Background: an optimization exercise with open tools, aiming at small area, a short achievable clock period and few clock cycles per item. Do not read the settings as production practice.
In this exercise RTL edits were held to simulation tests only and were not proved equivalent to the original.
Power is estimated from default activity; no workload was simulated.

**flow/design.v**
```verilog
`timescale 1ns / 1ps
package kst_pkg;
  localparam int ID_W     = 64;
  localparam int KEY_W    = 32;
  localparam int STATUS_W = 8;
  localparam int DATA_W   = 64;
  localparam int CODE_W   = 3;
  localparam int HIT_W    = 4;
  typedef enum logic [1:0] {
    ACT_WRITE  = 2'd0,
    ACT_READ   = 2'd1,
    ACT_DELETE = 2'd2,
    ACT_CLEAR  = 2'd3
  } act_t;
  typedef enum logic [CODE_W-1:0] {
    RES_UPDATED   = 3'd0,
    RES_INSERTED  = 3'd1,
    RES_REPLACED  = 3'd2,
    RES_READ_HIT  = 3'd3,
    RES_READ_MISS = 3'd4,
    RES_READ_BAD  = 3'd5,
    RES_DELETED   = 3'd6,
    RES_DEL_MISS  = 3'd7
  } res_t;
  typedef enum logic [1:0] {
    ST_IDLE,
    ST_SCAN,
    ST_COMMIT,
    ST_FINISH
  } st_t;
  typedef struct packed {
    logic [ID_W-1:0]            client;
    logic [ID_W-1:0]            server;
    logic signed [KEY_W-1:0]    key_id;
    logic [STATUS_W-1:0]        status;
    logic [DATA_W-1:0]          data;
  } entry_t;
  function automatic logic [ID_W-1:0] canon_id(input logic [ID_W-1:0] v);
    logic [ID_W-1:0] r;
    logic            live;
    r    = '0;
    live = 1'b1;
    for (int i = 0; i < 8; i++) begin
      live = live && (v[8*i +: 8] != 8'd0);
      if (live) begin
        r[8*i +: 8] = v[8*i +: 8];
      end
    end
    canon_id = r;
  endfunction
  function automatic logic id_empty(input logic [ID_W-1:0] v);
    id_empty = (v[7:0] == 8'd0);
  endfunction
endpackage
`timescale 1ns / 1ps
module kst_ram #(
  parameter int WIDTH = 8,
  parameter int DEPTH = 16
) (
  input  logic                    clk,
  input  logic [DEPTH-1:0]        we,
  input  logic [WIDTH-1:0]        wdata,
  output logic [DEPTH*WIDTH-1:0]  rdata
);
  for (genvar i = 0; i < DEPTH; i++) begin : g_ent
    logic [WIDTH-1:0] q;
    always_ff @(posedge clk) begin
      if (we[i]) begin
        q <= wdata;
      end
    end
    assign rdata[i*WIDTH +: WIDTH] = q;
  end
endmodule
`timescale 1ns / 1ps
module keyed_session_table_unit #(
  parameter int NODES = 16
) (
  input  logic               clk,
  input  logic               rst,
  input  logic               req_valid,
  output logic               req_ready,
  input  logic [1:0]         req_action,
  input  logic [63:0]        req_client_id,
  input  logic [63:0]        req_server_id,
  input  logic signed [31:0] req_key_id,
  input  logic [7:0]         req_status_in,
  input  logic [63:0]        req_key_data,
  output logic               rsp_valid,
  input  logic               rsp_ready,
  output logic [2:0]         rsp_result_code,
  output logic [3:0]         rsp_hit_index,
  output logic signed [31:0] rsp_out_key_id,
  output logic [7:0]         rsp_out_status,
  output logic [63:0]        rsp_out_key_data
);
  localparam int ENTRY_W = 2*kst_pkg::ID_W + kst_pkg::KEY_W + kst_pkg::STATUS_W + kst_pkg::DATA_W;
  localparam int RSP_W   = 3 + 4 + 32 + 8 + 64;
  logic            s1_v;
  kst_pkg::act_t   rq_act;
  kst_pkg::entry_t rq;
  logic            rq_cne;
  logic            rq_sne;
  logic            rq_bad;
  logic s_v;       
  logic exec;
  logic req_fire;
  assign req_ready = !s1_v || !s_v;
  assign req_fire  = req_valid && req_ready;
  assign exec      = s1_v && !s_v;
  always_ff @(posedge clk) begin
    if (rst) begin
      s1_v <= 1'b0;
    end else if (req_fire) begin
      s1_v <= 1'b1;
    end else if (exec) begin
      s1_v <= 1'b0;
    end
  end
  always_ff @(posedge clk) begin
    if (req_ready) begin
      rq_act    <= kst_pkg::act_t'(req_action);
      rq.client <= kst_pkg::canon_id(req_client_id);
      rq.server <= kst_pkg::canon_id(req_server_id);
      rq.key_id <= req_key_id;
      rq.status <= req_status_in;
      rq.data   <= req_key_data;
      rq_cne    <= !kst_pkg::id_empty(req_client_id);
      rq_sne    <= !kst_pkg::id_empty(req_server_id);
      rq_bad    <= kst_pkg::id_empty(req_client_id) || kst_pkg::id_empty(req_server_id) ||
                   (req_key_id <= 32'sd0);
    end
  end
  logic [NODES-1:0]         valid_bits;
  logic [NODES-1:0]         we;
  logic [NODES*ENTRY_W-1:0] tab;
  logic [63:0]              e_client [NODES];
  logic [63:0]              e_server [NODES];
  logic [31:0]              e_key    [NODES];
  logic [7:0]               e_st     [NODES];
  logic [63:0]              e_data   [NODES];
  kst_ram #(
    .WIDTH (ENTRY_W),
    .DEPTH (NODES)
  ) u_ram (
    .clk   (clk),
    .we    (we),
    .wdata (rq),
    .rdata (tab)
  );
  logic [NODES-1:0] m;
  logic [NODES-1:0] fr;
  for (genvar i = 0; i < NODES; i++) begin : g_cmp
    logic ids_eq;
    logic key_eq;
    logic st_eq;
    assign {e_client[i], e_server[i], e_key[i], e_st[i], e_data[i]} = tab[i*ENTRY_W +: ENTRY_W];
    assign ids_eq  = (e_client[i] == rq.client) && (e_server[i] == rq.server);
    assign key_eq  = (e_key[i] == rq.key_id);
    assign st_eq   = (e_st[i] == rq.status);
    always_comb begin
      unique case (rq_act)
        kst_pkg::ACT_WRITE:  m[i] = valid_bits[i] && ids_eq && rq_cne && rq_sne;
        kst_pkg::ACT_READ:   m[i] = valid_bits[i] && ids_eq && key_eq;
        kst_pkg::ACT_DELETE: m[i] = valid_bits[i] && ids_eq && key_eq && st_eq && rq_cne;
        default:             m[i] = 1'b0;
      endcase
    end
    assign fr[i] = !valid_bits[i] ||
                   (kst_pkg::id_empty(e_client[i]) && kst_pkg::id_empty(e_server[i]));
  end
  logic [NODES-1:0] fm;
  logic [NODES-1:0] ff;
  logic             any_m;
  logic             any_f;
  always_comb begin
    logic seen_m;
    logic seen_f;
    seen_m = 1'b0;
    seen_f = 1'b0;
    for (int i = 0; i < NODES; i++) begin
      fm[i]  = m[i] && !seen_m;
      ff[i]  = fr[i] && !seen_f;
      seen_m = seen_m || m[i];
      seen_f = seen_f || fr[i];
    end
    any_m = seen_m;
    any_f = seen_f;
  end
  function automatic logic [3:0] enc16(input logic [NODES-1:0] oh);
    logic [3:0] r;
    r = '0;
    for (int i = 0; i < NODES; i++) begin
      if (oh[i]) r = r | 4'(i);
    end
    enc16 = r;
  endfunction
  logic [NODES-1:0] wsel;
  always_comb begin
    if (any_m) begin
      wsel = fm;
    end else if (any_f) begin
      wsel = ff;
    end else begin
      wsel = '0;
      wsel[NODES-1] = 1'b1;
    end
  end
  logic do_write;
  logic do_read;
  logic do_del;
  logic do_clear;
  assign do_write = exec && (rq_act == kst_pkg::ACT_WRITE);
  assign do_read  = exec && (rq_act == kst_pkg::ACT_READ);
  assign do_del   = exec && (rq_act == kst_pkg::ACT_DELETE);
  assign do_clear = exec && (rq_act == kst_pkg::ACT_CLEAR);
  assign we = do_write ? wsel : '0;
  always_ff @(posedge clk) begin
    if (rst || do_clear) begin
      valid_bits <= '0;
    end else if (do_write) begin
      valid_bits <= valid_bits | wsel;
    end else if (do_del) begin
      valid_bits <= valid_bits & ~fm;
    end
  end
  logic [7:0]  hit_st;
  logic [63:0] hit_data;
  always_comb begin
    hit_st   = '0;
    hit_data = '0;
    for (int i = 0; i < NODES; i++) begin
      hit_st   = hit_st   | ({8{fm[i]}}  & e_st[i]);
      hit_data = hit_data | ({64{fm[i]}} & e_data[i]);
    end
  end
  logic [2:0]         r_code;
  logic [3:0]         r_idx;
  logic signed [31:0] r_key;
  logic [7:0]         r_st;
  logic [63:0]        r_data;
  always_comb begin
    r_code = kst_pkg::RES_UPDATED;
    r_idx  = '0;
    r_key  = '0;
    r_st   = '0;
    r_data = '0;
    unique case (rq_act)
      kst_pkg::ACT_WRITE: begin
        r_idx = enc16(wsel);
        if (any_m) begin
          r_code = kst_pkg::RES_UPDATED;
        end else if (any_f) begin
          r_code = kst_pkg::RES_INSERTED;
        end else begin
          r_code = kst_pkg::RES_REPLACED;
        end
      end
      kst_pkg::ACT_READ: begin
        r_key = -32'sd1;
        if (rq_bad) begin
          r_code = kst_pkg::RES_READ_BAD;
        end else if (any_m) begin
          r_code = kst_pkg::RES_READ_HIT;
          r_idx  = enc16(fm);
          r_key  = rq.key_id;
          r_st   = hit_st;
          r_data = hit_data;
        end else begin
          r_code = kst_pkg::RES_READ_MISS;
        end
      end
      kst_pkg::ACT_DELETE: begin
        if (any_m) begin
          r_code = kst_pkg::RES_DELETED;
          r_idx  = enc16(fm);
        end else begin
          r_code = kst_pkg::RES_DEL_MISS;
        end
      end
      default: begin
        r_code = kst_pkg::RES_UPDATED;
      end
    endcase
  end
  logic [RSP_W-1:0] res_w;
  logic [RSP_W-1:0] skid;
  logic [RSP_W-1:0] outw;
  assign res_w = {r_code, r_idx, r_key, r_st, r_data};
  logic out_free;
  assign out_free = !rsp_valid || rsp_ready;
  always_ff @(posedge clk) begin
    if (rst) begin
      rsp_valid <= 1'b0;
      s_v       <= 1'b0;
    end else begin
      if (out_free) begin
        rsp_valid <= s_v || exec;
        s_v       <= 1'b0;
      end else if (exec) begin
        s_v <= 1'b1;
      end
    end
  end
  always_ff @(posedge clk) begin
    if (exec && !out_free) begin
      skid <= res_w;
    end
    if (out_free) begin
      outw <= s_v ? skid : res_w;
    end
  end
  assign {rsp_result_code, rsp_hit_index, rsp_out_key_id, rsp_out_status, rsp_out_key_data} = outw;
endmodule
```
**flow/run.sh**
```bash
#!/bin/bash
# synth_recipe.tcl (not shown) runs the flow's synth.tcl, then flattens the netlist and writes it again
# the make line also repeats each setting of config.mk as NAME=value (left out here)
make -C /OpenROAD-flow-scripts/flow DESIGN_CONFIG=/design/flow/config.mk WORK_HOME=/design/flow/orfs CLKGATE_MAP_FILE= SYNTH_SCRIPT=/design/flow/synth_recipe.tcl finish
```
**flow/config.mk**
```make
export PLATFORM = sky130hd
export DESIGN_NAME = keyed_session_table_unit
export DESIGN_NICKNAME = keyed_session_table_unit
export VERILOG_FILES = /design/flow/design.v
export SDC_FILE = /design/flow/constraint.sdc
export NUM_CORES = 4
export LEC_CHECK = 0
export CAP_MARGIN = 20
export CORE_MARGIN = 2
export CORE_UTILIZATION = 40
export SLEW_MARGIN = 20
export SYNTH_MEMORY_MAX_BITS = 8192
```
**flow/constraint.sdc**
```tcl
create_clock -name core_clock -period 8.0 [get_ports {clk}]
set_input_delay 1.6000 -clock core_clock [delete_from_list [all_inputs] [get_ports {clk}]]
set_output_delay 1.6000 -clock core_clock [all_outputs]
set_load 0.01 [all_outputs]
```
==> results of run 1 <==
[cells in the final DEF (no fill, tap or decap), types with 94 or more instances in the layout]
master,count
clkinv_2,94
edfxtp_1,4171
inv_1,243
a22oi_1,138
clkinv_1,99
xor2_1,312
nor4_1,278
nor2_1,260
clkdlybuf4s50_1,350
nand4_1,585
nand2_1,277
clkbuf_16,432
buf_4,381
o21ai_0,142
xnor2_1,2243
and2_1,252
[power by group]
part	total, mW	switching [mW]	leakage, nW	internal, mW
logic	2.54	1.71	16.1	0.829
registers	24.5	0.253	38.5	24.3
clock network	19.6	8.70	6.60	10.9
[cells in the mapped netlist, drive strengths merged, types with 41 or more instances]
| cell | instances |
|---|---|
| edfxtp | 4171 |
| xnor2 | 2243 |
| nand4 | 586 |
| buf | 422 |
| xor2 | 312 |
| nor4 | 310 |
| nand2 | 280 |
| nor2 | 270 |
| and2 | 252 |
| inv | 249 |
| o21ai | 222 |
| clkbuf | 147 |
| a22oi | 138 |
| a31oi | 80 |
| a222oi | 74 |
| mux2i | 72 |
| a2111oi | 69 |
| nand2b | 69 |
| and4 | 65 |
| a2bb2oi | 64 |
| o21a | 41 |
[flip-flops by register name, summed over array words and instances, names as in the netlist, 2 cells and up]
| signal | flops |
|---|---|
| u_ram.g_ent.q | 3712 |
| outw | 111 |
| skid | 111 |
| rq | 232 |
| valid_bits | 16 |
| rq_act | 2 |
[layout make-up]
type                    instances  area [um2]
clock buffers                 523       11150
flip-flops and latches       4190      125600
inverters                     251       964.7
diodes                         27       67.56
well taps                    5687        7116
clock inverters               270        2397
repair buffers                826        8253
multi-input cells            5603       42270
fillers                     36550      229200
[path summary, 6_finish.rpt]
kind | from | end | slack [ns] | depth (start not counted)
setup / recovery | rq[229] | u_ram.g_ent[13].q[137] | 0.71 | 13
hold / removal | valid_bits[7] | valid_bits[7] | 0.47 | 1
setup reg to reg | rq[229] | u_ram.g_ent[13].q[137] | 0.71 | 13
hold reg to reg | valid_bits[7] | valid_bits[7] | 0.47 | 1
[worst register-to-register path: cells and delay by family (launching register included)]
family | cells | cell delay [ns]
simple gates | 7 | 3.44
compound gates | 1 | 0.58
xor+xnor | 1 | 0.20
flops | 1 | 0.66
buf+inv | 4 | 1.57
[cells by family (layout without fill, tap and decap cells)]
logic type,count (synthesis),in the layout
flops,4190,4190
xor+xnor,2555,2555
simple gates,1990,1990
compound gates,950,950
buf+inv,820,1870
mux,108,108
other cells,0,27
[per-stage QoR]
| step | power, mW | setup WS, ns |
|---|---|---|
| floorplan | 26.11 | -1.355 |
| global placement | 27.46 | 0.5760 |
| detailed placement | 27.49 | 1.218 |
| CTS | 46.81 | 1.198 |
| global route | 47.70 | 1.053 |
| finish | 46.67 | 0.7140 |
[per-layer routing]
| metal | global-route usage | wire, um | up-vias |
|---|---|---|---|
| met4 | 0.1295 | 33220 | 14 |
| li1 | - | - | 41320 |
| met5 | 0 | 199 | - |
| met2 | 0.4209 | 273700 | 6049 |
| met1 | 0.3686 | 235200 | 52910 |
| met3 | 0.04915 | 60140 | 1046 |
==> summary.md, run 1 <==
| Metric | Value |
|---|---|
| Area contributors post-synth | edfxtp_1, xnor2_1, nand4_1 |
| Sum Neg Setup Slack | 0 ns |
| GPL Wtd Cong | 0.9472 |
| Syn Area/Cell | 16.15 um2 |
| Maxcap violations | 0 |
| Clk buf depth | 4 |
| Fin util | 0.4633 |
| Synth area leader | edfxtp_1 |
| CP cell instances | buf_4 -> xnor2_1 -> nand4_1 -> nor4_1 -> nand3_1 -> nor4_4 -> nand2_4 -> buf_4 -> nand3b_1 -> nor4_2 -> o21ai_0 -> inv_8 -> buf_12 |
| Register area share after synthesis | 0.7330 |
| Synth Cell Area | 171400 um2 |
| Pleak | 61.26 nW |
| FMAX | 137.3 MHz |
| Hold Path Class | reg2reg |
| Slowest-stage cell, CP | nor4_4 |
| Post-synth EDFFs | 4171 |
| Largest family of logic cells by synthesized area | XOR/XNOR gates |
| Arrival @ worst endpoint | 7.79 ns |
| CTS resizes | 0 |
| Post-Synth XOR/XNOR Area | 0.1306 |
| Fin Hold WS | 0.4675 ns |
| Layout cell share with drive strength beyond 1 | 0.1044 |
| Final Hold Fails | 0 |
| Die Span X | 658.6 um |
| P&R area growth vs syn | 15.44% |
| Total grt overflow | 0 |
| Vias in the first global route | 96360 |
| Routed Antenna Nets | 0 |
| Crit Path Max Fanout | 128 |
| Post-DP HPWL | 376500 um |
| RSZ-0062 raised after global routing | no |
| Period minus WS final | 7.286 ns |
| Core Area | 427000 um2 |
| Die height | 658.6 um |
| Total iterations of the first detailed-routing run | 9 |
| Endpoints failing setup | 0 |
| Slew Limit Fails | 0 |
| Buf/Inv on CP | 4 |
| Final Skew | 0.09337 ns |
| Non-filler instance count after layout | 17380 |
| TritonCTS Buffers | 429 |
| Total GRT Usage | 0.2708 |
| Crit path largest cell delay | 0.95 ns |
| Tcrit/Tclk final | 0.9107 |
| Asr flop ratio synth | 0 |
| WP data required | 8.51 ns |
| Largest net degree at the start of global routing | 145 |
| Critical path type | reg2reg |
| Die Area | 433700 um2 |
| Post-synthesis compound-gate area fraction | 0.04061 |
| Crit path launch type | flip-flop |
| Synth Area in Simple Gates | 0.06604 |
| Cell mode on critical path | buf_4 |
| DR vias | 101300 |
| First-pass GRT wire length | 817100 um |
| DRC violations left | 0 |
| Postcts setup bufs | 0 |
| Adder-cell share of the synthesized area | 0 |
| Slew @ Worst Pin | 1.287 ns |
| Top FF cell, synth | edfxtp_1 |
| Yosys cell types | 85 |
| CTS root buf | clkbuf_16 |
| Clock transition at path regs | 0.07 ns |
| CP Capture Type | flip-flop |
| Cell Area, Placed | 184200 um2 |
| Wire length per cell | 34.67 um |
| H-tree levels | 5 |
| DR iter-0 viols | 15010 |
| Starting density of the core | 0.4014 |
| Status | finished clean |
| PD cells | 235.9 nW/um2 |
| CTS Hold Buffers Added | 0 |
| Initial antenna violation count | 55 |
| Slew headroom | 0.1355 |
| Row cnt | 240 |
| Total Wirelength | 602400 um |
| Multiplexer area fraction after synthesis | 0.006570 |
| Port-buffer cells | 350 |
| Final Net Count | 11540 |
| Placed cells | 16560 |
| Syn_nets | 10850 |
| Synth warn | 7 |
| CTS tree | built |
| Via density | 5.831 |
| Yosys reg bits | 4190 |
| Syn Inst Count | 10610 |
| Clock Latency Late Sink | 1.04 ns |
| Clock sinks | 4190 |
| Final instance area | 197900 um2 |
| VDD IR-drop max | 0.1807 mV |
| Io pins | 351 |
| CP top delay family | simple AND/OR/NAND/NOR gates |
| Post-synth top area share | 0.7308 |
Testbench counts, summed over its fixed seeds: cycles 32,016, items 32,000.
==> run 2: changes to the inputs <==
--- a/flow/design.v
+++ b/flow/design.v
@@ -98,14 +98,13 @@
   localparam int RSP_W   = 3 + 4 + 32 + 8 + 64;
-  logic            s1_v;
-  kst_pkg::act_t   rq_act;
-  kst_pkg::entry_t rq;
-  logic            rq_cne;
-  logic            rq_sne;
-  logic            rq_bad;
   logic s_v;       
-  logic exec;
-  logic req_fire;
-  assign req_ready = !s1_v || !s_v;
-  assign req_fire  = req_valid && req_ready;
-  assign exec      = s1_v && !s_v;
+  logic go;        
+  logic exec;      
+  assign go        = !s_v;
+  assign req_ready = go;
+  logic            s1_v;
+  kst_pkg::act_t   a1;
+  kst_pkg::entry_t q1;
+  logic            cne1;
+  logic            sne1;
+  logic            bad1;
   always_ff @(posedge clk) begin
@@ -113,6 +112,4 @@
       s1_v <= 1'b0;
-    end else if (req_fire) begin
-      s1_v <= 1'b1;
-    end else if (exec) begin
-      s1_v <= 1'b0;
+    end else if (go) begin
+      s1_v <= req_valid;
     end
@@ -120,12 +117,12 @@
   always_ff @(posedge clk) begin
-    if (req_ready) begin
-      rq_act    <= kst_pkg::act_t'(req_action);
-      rq.client <= kst_pkg::canon_id(req_client_id);
-      rq.server <= kst_pkg::canon_id(req_server_id);
-      rq.key_id <= req_key_id;
-      rq.status <= req_status_in;
-      rq.data   <= req_key_data;
-      rq_cne    <= !kst_pkg::id_empty(req_client_id);
-      rq_sne    <= !kst_pkg::id_empty(req_server_id);
-      rq_bad    <= kst_pkg::id_empty(req_client_id) || kst_pkg::id_empty(req_server_id) ||
+    if (go) begin
+      a1        <= kst_pkg::act_t'(req_action);
+      q1.client <= kst_pkg::canon_id(req_client_id);
+      q1.server <= kst_pkg::canon_id(req_server_id);
+      q1.key_id <= req_key_id;
+      q1.status <= req_status_in;
+      q1.data   <= req_key_data;
+      cne1      <= !kst_pkg::id_empty(req_client_id);
+      sne1      <= !kst_pkg::id_empty(req_server_id);
+      bad1      <= kst_pkg::id_empty(req_client_id) || kst_pkg::id_empty(req_server_id) ||
                    (req_key_id <= 32'sd0);
@@ -133,2 +130,11 @@
   end
+  logic             s2_v;
+  kst_pkg::act_t    a2;
+  kst_pkg::entry_t  q2;
+  logic             cne2;
+  logic             sne2;
+  logic             bad2;
+  logic [NODES-1:0] m2;      
+  logic [NODES-1:0] f2;      
+  assign exec = s2_v && go;
   logic [NODES-1:0]         valid_bits;
@@ -147,7 +153,7 @@
     .we    (we),
-    .wdata (rq),
+    .wdata (q2),
     .rdata (tab)
   );
-  logic [NODES-1:0] m;
-  logic [NODES-1:0] fr;
+  logic [NODES-1:0] m_raw;
+  logic [NODES-1:0] f_raw;
   for (genvar i = 0; i < NODES; i++) begin : g_cmp
@@ -157,16 +163,33 @@
     assign {e_client[i], e_server[i], e_key[i], e_st[i], e_data[i]} = tab[i*ENTRY_W +: ENTRY_W];
-    assign ids_eq  = (e_client[i] == rq.client) && (e_server[i] == rq.server);
-    assign key_eq  = (e_key[i] == rq.key_id);
-    assign st_eq   = (e_st[i] == rq.status);
+    assign ids_eq = (e_client[i] == q1.client) && (e_server[i] == q1.server);
+    assign key_eq = (e_key[i] == q1.key_id);
+    assign st_eq  = (e_st[i] == q1.status);
     always_comb begin
-      unique case (rq_act)
-        kst_pkg::ACT_WRITE:  m[i] = valid_bits[i] && ids_eq && rq_cne && rq_sne;
-        kst_pkg::ACT_READ:   m[i] = valid_bits[i] && ids_eq && key_eq;
-        kst_pkg::ACT_DELETE: m[i] = valid_bits[i] && ids_eq && key_eq && st_eq && rq_cne;
-        default:             m[i] = 1'b0;
+      unique case (a1)
+        kst_pkg::ACT_WRITE:  m_raw[i] = valid_bits[i] && ids_eq && cne1 && sne1;
+        kst_pkg::ACT_READ:   m_raw[i] = valid_bits[i] && ids_eq && key_eq;
+        kst_pkg::ACT_DELETE: m_raw[i] = valid_bits[i] && ids_eq && key_eq && st_eq && cne1;
+        default:             m_raw[i] = 1'b0;
       endcase
     end
-    assign fr[i] = !valid_bits[i] ||
-                   (kst_pkg::id_empty(e_client[i]) && kst_pkg::id_empty(e_server[i]));
+    assign f_raw[i] = !valid_bits[i] ||
+                      (kst_pkg::id_empty(e_client[i]) && kst_pkg::id_empty(e_server[i]));
+  end
+  logic ids_eq12;
+  logic key_eq12;
+  logic st_eq12;
+  logic m_fwd;
+  logic f_fwd;
+  assign ids_eq12 = (q2.client == q1.client) && (q2.server == q1.server);
+  assign key_eq12 = (q2.key_id == q1.key_id);
+  assign st_eq12  = (q2.status == q1.status);
+  always_comb begin
+    unique case (a1)
+      kst_pkg::ACT_WRITE:  m_fwd = ids_eq12 && cne1 && sne1;
+      kst_pkg::ACT_READ:   m_fwd = ids_eq12 && key_eq12;
+      kst_pkg::ACT_DELETE: m_fwd = ids_eq12 && key_eq12 && st_eq12 && cne1;
+      default:             m_fwd = 1'b0;
+    endcase
   end
+  assign f_fwd = !cne2 && !sne2;
   logic [NODES-1:0] fm;
@@ -181,6 +204,6 @@
     for (int i = 0; i < NODES; i++) begin
-      fm[i]  = m[i] && !seen_m;
-      ff[i]  = fr[i] && !seen_f;
-      seen_m = seen_m || m[i];
-      seen_f = seen_f || fr[i];
+      fm[i]  = m2[i] && !seen_m;
+      ff[i]  = f2[i] && !seen_f;
+      seen_m = seen_m || m2[i];
+      seen_f = seen_f || f2[i];
     end
@@ -209,9 +232,7 @@
   logic do_write;
-  logic do_read;
   logic do_del;
   logic do_clear;
-  assign do_write = exec && (rq_act == kst_pkg::ACT_WRITE);
-  assign do_read  = exec && (rq_act == kst_pkg::ACT_READ);
-  assign do_del   = exec && (rq_act == kst_pkg::ACT_DELETE);
-  assign do_clear = exec && (rq_act == kst_pkg::ACT_CLEAR);
+  assign do_write = exec && (a2 == kst_pkg::ACT_WRITE);
+  assign do_del   = exec && (a2 == kst_pkg::ACT_DELETE);
+  assign do_clear = exec && (a2 == kst_pkg::ACT_CLEAR);
   assign we = do_write ? wsel : '0;
@@ -226,2 +247,39 @@
   end
+  logic [NODES-1:0] m_nx;
+  logic [NODES-1:0] f_nx;
+  always_comb begin
+    if (do_clear) begin
+      m_nx = '0;
+      f_nx = '1;
+    end else if (do_write) begin
+      for (int i = 0; i < NODES; i++) begin
+        m_nx[i] = wsel[i] ? m_fwd : m_raw[i];
+        f_nx[i] = wsel[i] ? f_fwd : f_raw[i];
+      end
+    end else if (do_del) begin
+      m_nx = m_raw & ~fm;
+      f_nx = f_raw | fm;
+    end else begin
+      m_nx = m_raw;
+      f_nx = f_raw;
+    end
+  end
+  always_ff @(posedge clk) begin
+    if (rst) begin
+      s2_v <= 1'b0;
+    end else if (go) begin
+      s2_v <= s1_v;
+    end
+  end
+  always_ff @(posedge clk) begin
+    if (go) begin
+      a2   <= a1;
+      q2   <= q1;
+      cne2 <= cne1;
+      sne2 <= sne1;
+      bad2 <= bad1;
+      m2   <= m_nx;
+      f2   <= f_nx;
+    end
+  end
   logic [7:0]  hit_st;
@@ -247,3 +305,3 @@
     r_data = '0;
-    unique case (rq_act)
+    unique case (a2)
       kst_pkg::ACT_WRITE: begin
@@ -260,3 +318,3 @@
         r_key = -32'sd1;
-        if (rq_bad) begin
+        if (bad2) begin
           r_code = kst_pkg::RES_READ_BAD;
@@ -265,3 +323,3 @@
           r_idx  = enc16(fm);
-          r_key  = rq.key_id;
+          r_key  = q2.key_id;
           r_st   = hit_st;
--- a/flow/config.mk
+++ b/flow/config.mk
@@ -7,2 +7,3 @@
 export LEC_CHECK = 0
+export ABC_AREA = 1
 export CAP_MARGIN = 20
@@ -10,2 +11,3 @@
 export CORE_UTILIZATION = 40
+export SETUP_SLACK_MARGIN = 4.5
 export SLEW_MARGIN = 20
==> run 2 against run 1 <==
Effect of this change: still clean on timing, DRC and antenna; power is 9.9% higher; synthesized cell count is 25% higher; critical endpoint is now m2[13]; register-to-register slack better by 3.4 ns; hold slack worse by 0.065 ns; global-route usage is 6.3 points higher; largest cell class unchanged; synthesized area is 7.1% higher; largest power group unchanged.
==> summary.md, run 2 <==
| Metric | Value |
|---|---|
| Status | finished clean |
| Final Skew | 0.08950 ns |
| Port-buffer cells | 350 |
| Tcrit/Tclk final | 0.4833 |
| Layout cell share with drive strength beyond 1 | 0.1411 |
| DR vias | 128700 |
| Register area share after synthesis | 0.7286 |
| Top flop regs | u_ram.g_ent.q x3712, q1 x232, q2 x232 |
| Die Span X | 681.4 um |
| Period minus WS final | 3.866 ns |
| Non-filler instance count after layout | 21080 |
| Synth Cell Area | 183500 um2 |
| Syn_nets | 13520 |
| Slew @ Worst Pin | 1.387 ns |
| Starting density of the core | 0.4021 |
| Row cnt | 248 |
| CTS Hold Buffers Added | 0 |
| Post-synth top area share | 0.7264 |
| Post-DP HPWL | 494900 um |
| Final Net Count | 14750 |
| Total iterations of the first detailed-routing run | 10 |
| Top FF cell, synth | edfxtp_1 |
| Wire length per cell | 38.76 um |
| Synth warn | 7 |
| Slew headroom | 0.06760 |
| Top reg by flops | u_ram.g_ent.q |
| Commonest non-fill, non-tap cell in the layout | edfxtp_1 |
| Synth top cells by count | edfxtp_1, nand2_1, xor2_1 |
| Global routing usage on met3 | 0.1212 |
| DR iter-0 viols | 23770 |
| Die Area | 464300 um2 |
| Syn Inst Count | 13280 |
| Maxcap violations | 0 |
| FMAX | 258.6 MHz |
| Most used routing layer | met2 |
| Arrival @ worst endpoint | 4.78 ns |
| Pleak | 76.09 nW |
| CTS tree | built |
| Syn Area/Cell | 13.82 um2 |
| CTS root buf | clkbuf_16 |
| Synth area leader | edfxtp_1 |
| RSZ-0062 raised after global routing | yes |
| Area contributors post-synth | edfxtp_1, xor2_1, xnor2_1 |
| FF-to-FF path depth | 7 |
| GPL Wtd Cong | 1.094 |
| Initial antenna violation count | 112 |
| Clock sinks | 4460 |
| Core Area | 456400 um2 |
| Critical path type | reg2reg |
| Sum Neg Setup Slack | 0 ns |
| Hold Path Class | reg2reg |
| Routed Antenna Nets | 0 |
| Via density | 6.105 |
| DRC violations left | 0 |
| P&R area growth vs syn | 19.91% |
| Cell with the most instances after synthesis | edfxtp_1 |
| VDD IR-drop max | 0.2216 mV |
| Total Wirelength | 817100 um |
| Total grt overflow | 0 |
| TritonCTS Buffers | 459 |
| Final Hold Fails | 0 |
| First-pass GRT wire length | 1037000 um |
| Placed cells | 19740 |
| Yosys reg bits | 4460 |
| Total GRT Usage | 0.3335 |
| Commonest non-fill, non-tap cells in the layout | edfxtp_1, nand2_1, xor2_1 |
| Fillers | 39400 |
| Met1 track demand over resource | 0.4206 |
| Worst hold path depth | 0 |
| Clk buf depth | 4 |
| Io pins | 351 |
| CP Capture Type | flip-flop |
| Max reg flops | 3712 |
| PD cells | 233.0 nW/um2 |
| Reg area | 133700 um2 |
| Clock transition at path regs | 0.07 ns |
| Slew Limit Fails | 0 |
| Asr flop ratio synth | 0 |
| Crit path launch type | flip-flop |
| Largest net degree at the start of global routing | 127 |
| H-tree levels | 5 |
| WP data required | 8.91 ns |
| Yosys cell types | 57 |
| Vias in the first global route | 113800 |
| Endpoints failing setup | 0 |
| Post-synth EDFFs | 4440 |
| Clock Latency Late Sink | 1.10 ns |
| Crit Path Max Fanout | 15 |
| Met2 GRT Util | 0.4791 |
| Die height | 681.4 um |
| Multi-input gate area | 45810 um2 |
run 2: worst max-delay path, stage by stage, from the launching register on:
cell      delay, ns
edfxtp_1       0.62
buf_6          0.48
xor2_1         0.13
nor4_1         0.57
nand4_1        0.53
nor4b_1        0.41
nand4_1        0.62
a21oi_1        0.32
run 2: where the power goes:
part / internal [mW] / switching (mW)
Clock: 12.0 / 9.50
Sequential: 25.9 / 0.262
Combinational: 0.939 / 2.70
run 2: final timing paths:
kind	startpoint	slack (ns)	to
max	q1[130]	4.13	m2[13]
min	q1[22]	0.40	q2[22]
min reg2reg	q1[22]	0.40	q2[22]
max reg2reg	q1[130]	4.13	m2[13]
run 2: cell families (layout without fill, tap and decap cells):
family,after synthesis,in the layout,share of synthesized area
flops,4460,4460,0.7286
compound gates,1088,1088,0.03728
other cells,0,67,0
buf+inv,1339,2949,0.02924
xor+xnor,1947,1947,0.09291
simple gates,4443,4445,0.1120
run 2: per-stage QoR:
stage	cell area, um2	setup slack [ns]	power (mW)	hold WS, ns	util
floorplan	183700	2.336	27.86	0.4003	-
global route	220000	4.273	52.06	0.4204	0.4819
detailed placement	197200	2.495	29.87	0.4045	0.4320
finish	220100	4.134	51.28	0.4022	0.4822
CTS	216600	4.392	50.96	0.4113	0.4745
global placement	197000	1.043	29.86	0.4008	0.4316
run 2: repair_timing:
action                                  in CTS  in global routing
pin swaps                                   29                 46
cloned                                      57                 59
resized for setup                          483                224
setup buffers                              201                110
endpoints found under the setup margin    4047               3515
run 2: layout make-up:
class	count	share of cell area
clock inverter	288	0.01261
timing repair buffer	1316	0.06705
timing repair inverter	11	0.0003184
multi-input combinational	7480	0.2082
sequential	4460	0.6077
tap	6125	0.03482
clock buffer	554	0.05391
inverter	780	0.01472
antenna	67	0.0007618
run 2: routing by layer:
layer  share of wire  wire length, um
met1            0.35           282000
met2            0.41           336000
met3            0.15           125500
met4           0.089            73000
met5         0.00082              666
Testbench counts of run 2, summed over its fixed seeds: cycles 32,024, items 32,000.

[separate check: timing with driven ports]
Ports are ideal in the flow. The routed layouts listed here were re-timed in OpenROAD. Step 1 assumes that a clkbuf_16 drives the clock port and a buf_2 every other input. Step 2 moves the port delays by t, midway between the first and last clock arrival at a register: inputs arrive t later, outputs are due t later. That takes back most of the time a late clock gives input paths. Slacks: no drivers / after step 1 / after step 2; pairs: no drivers / after step 1.
| run | t, ns | setup slack, ns | worst hold slack (ns) |
|---|---|---|---|
| run 1 | 1.123 | 0.714 / 0.714 / 0.714 | 0.467 / 0.467 / 0.467 |
| run 2 | 1.171 | 4.134 / 4.134 / 3.502 | 0.402 / 0.402 / 0.402 |
After both steps every run listed still meets setup and hold. For run 2, which loses most, drivers alone change the setup slack by 0.000 ns; drivers and shift together by -0.632 ns.
